This is an optimization exercise on Yosys and OpenROAD, whose aim is small area, not a production implementation.
The RTL was checked by simulation tests, not by an equivalence proof against the original design.
Power and IR drop assume default switching activity.

==> flow/design.v <==
package fc_output_collector_pkg;
    localparam int N_HIDDEN   = 128;
    localparam int DATA_W_DEF = 16;
    localparam int CNT_W_DEF  = 8;
endpackage
module fc_output_collector_act_buffer #(
    parameter int DEPTH  = 128,
    parameter int DATA_W = 15
) (
    input  logic              clk,
    input  logic              shift,
    input  logic              shift_n,
    input  logic              par,
    input  logic [DATA_W-1:0] din,
    output logic [DATA_W-1:0] dout
);
    logic [DATA_W-1:0] in_r;
    logic [DATA_W-1:0] sr_r [1:DEPTH-1];
    always_ff @(posedge clk) begin
        in_r <= din;
    end
    always_ff @(posedge clk) begin
        sr_r[1] <= ~((({DATA_W{par}} ^ in_r) | {DATA_W{shift_n}}) & (sr_r[1] | {DATA_W{shift}}));
    end
    for (genvar i = 2; i < DEPTH; i++) begin : g_stage
        always_ff @(posedge clk) begin
            sr_r[i] <= ~((sr_r[i-1] | {DATA_W{shift_n}}) & (sr_r[i] | {DATA_W{shift}}));
        end
    end
    assign dout = sr_r[DEPTH-1] ^ {DATA_W{par}};
endmodule
module fc_output_collector #(
    parameter int N_NEURONS = fc_output_collector_pkg::N_HIDDEN,
    parameter int DATA_W    = fc_output_collector_pkg::DATA_W_DEF,
    parameter bit RELU_EN   = 1'b1,
    parameter int CNT_W     = fc_output_collector_pkg::CNT_W_DEF
) (
    input  logic                  clk,
    input  logic                  reset,
    input  logic [DATA_W-1:0]     s_data,
    input  logic                  s_valid,
    input  logic                  s_done,
    output logic                  m_start,
    output logic [DATA_W-1:0]     m_data,
    output logic                  m_valid,
    output logic                  frame_done,
    output logic                  busy,
    output logic                  err_short,
    output logic                  err_drop
);
    localparam int IDX_W = (N_NEURONS > 1) ? $clog2(N_NEURONS) : 1;
    localparam int MEM_W = RELU_EN ? DATA_W - 1 : DATA_W;
    logic [IDX_W-1:0]  idx_r;
    logic              last_s;
    logic              we_s;
    logic              complete_s;
    logic              abort_s;
    logic              next_valid_s;
    logic [MEM_W-1:0]  wdata_s;
    logic [MEM_W-1:0]  rdata_s;
    logic              shift_r;
    logic              shift_n_r;
    logic              par_r;
    logic              m_start_r;
    logic [MEM_W-1:0]  m_data_r;
    logic              m_valid_r;
    logic              frame_done_r;
    logic              busy_r;
    logic              err_short_r;
    logic              err_drop_r;
    assign last_s       = (idx_r == IDX_W'(N_NEURONS - 1));
    assign we_s         = !busy_r && s_valid;
    assign complete_s   = we_s && last_s;
    assign abort_s      = !busy_r && s_done && !complete_s && (idx_r != '0);
    assign next_valid_s = m_start_r || (m_valid_r && !last_s);
    if (RELU_EN) begin : g_relu
        assign wdata_s = s_data[DATA_W-1] ? '0 : s_data[MEM_W-1:0];
    end else begin : g_norelu
        assign wdata_s = s_data;
    end
    fc_output_collector_act_buffer #(
        .DEPTH  (N_NEURONS),
        .DATA_W (MEM_W)
    ) u_act_buffer (
        .clk     (clk),
        .shift   (shift_r),
        .shift_n (shift_n_r),
        .par     (par_r),
        .din     (wdata_s),
        .dout    (rdata_s)
    );
    always_ff @(posedge clk or negedge reset) begin
        if (!reset) begin
            shift_r   <= 1'b0;
            shift_n_r <= 1'b1;
            par_r     <= 1'b0;
        end else begin
            shift_r   <= s_valid || busy_r;
            shift_n_r <= !(s_valid || busy_r);
            par_r     <= !par_r;
        end
    end
    always_ff @(posedge clk or negedge reset) begin
        if (!reset) begin
            idx_r        <= '0;
            m_start_r    <= 1'b0;
            m_data_r     <= '0;
            m_valid_r    <= 1'b0;
            frame_done_r <= 1'b0;
            busy_r       <= 1'b0;
            err_short_r  <= 1'b0;
            err_drop_r   <= 1'b0;
        end else begin
            if (abort_s) begin
                idx_r <= '0;
            end else if (we_s || m_valid_r) begin
                idx_r <= idx_r + 1'b1;
            end
            m_start_r    <= complete_s;
            m_valid_r    <= next_valid_s;
            m_data_r     <= next_valid_s ? rdata_s : '0;
            frame_done_r <= m_valid_r && last_s;
            busy_r       <= complete_s || (busy_r && !frame_done_r);
            err_short_r  <= err_short_r || abort_s;
            err_drop_r   <= err_drop_r || (busy_r && s_valid);
        end
    end
    assign m_start    = m_start_r;
    assign m_data     = {{(DATA_W-MEM_W){1'b0}}, m_data_r};
    assign m_valid    = m_valid_r;
    assign frame_done = frame_done_r;
    assign busy       = busy_r;
    assign err_short  = err_short_r;
    assign err_drop   = err_drop_r;
endmodule
export LEC_CHECK = 0
export CAP_MARGIN = 20
export CORE_MARGIN = 2
export CORE_UTILIZATION = 40
export CTS_BUF_LIST = sky130_fd_sc_hd__clkbuf_16
export CTS_CLUSTER_DIAMETER = 80
export CTS_CLUSTER_SIZE = 30
export SLEW_MARGIN = 20
create_clock -name core_clock -period 4.0 [get_ports {clk}]
run.sh (not shown) runs the stock make flow with config.mk's settings and CLKGATE_MAP_FILE= SYNTH_SCRIPT=/design/flow/synth_recipe.tcl, a recipe that flattens the netlist after the stock synthesis.
Next try:
--- a/flow/design.v
+++ b/flow/design.v
@@ -7,8 +7,9 @@
     parameter int DEPTH  = 128,
     parameter int DATA_W = 15
 ) (
     input  logic              clk,
+    input  logic              load,
     input  logic              shift,
     input  logic              shift_n,
     input  logic              par,
     input  logic [DATA_W-1:0] din,
@@ -16,9 +17,11 @@
 );
     logic [DATA_W-1:0] in_r;
     logic [DATA_W-1:0] sr_r [1:DEPTH-1];
     always_ff @(posedge clk) begin
-        in_r <= din;
+        if (load) begin
+            in_r <= din;
+        end
     end
     always_ff @(posedge clk) begin
         sr_r[1] <= ~((({DATA_W{par}} ^ in_r) | {DATA_W{shift_n}}) & (sr_r[1] | {DATA_W{shift}}));
     end
@@ -82,8 +85,9 @@
         .DEPTH  (N_NEURONS),
         .DATA_W (MEM_W)
     ) u_act_buffer (
         .clk     (clk),
+        .load    (s_valid),
         .shift   (shift_r),
         .shift_n (shift_n_r),
         .par     (par_r),
         .din     (wdata_s),
- final cell count is higher by 0.69%
- total power is higher by 0.97%
- register-to-register slack is worse by 0.02 ns
- sequential power barely changes
- via count barely changes
- wire length is higher by 3.4%
- final area is higher by 1.0%

## static timing again, ports no longer ideal
Ports are ideal in the flow. The routed layouts listed here were re-timed in OpenROAD. Step 1 sets driving cells, clkbuf_16 on the clock port and buf_2 on the other inputs (assumed; they add their load-dependent delay and slew). Step 2, shift: input delay + t, output delay - t, t = (earliest + latest rising clock arrival at the registers) / 2. This alone moves slack from input paths to output paths. Slacks: no drivers / after step 1 / after step 2; pairs: no drivers / after step 1.
run	t (ns)	setup WS [ns]	worst hold slack (ns)	worst register clock-pin slew, ns
the first run	0.722	1.410 / 1.340 / 1.705	0.429 / 0.429 / 0.429	0.11 / 0.11
the second run	0.763	1.190 / 1.112 / 1.478	0.422 / 0.422 / 0.422	0.12 / 0.12
After both steps every run listed still meets setup and hold.
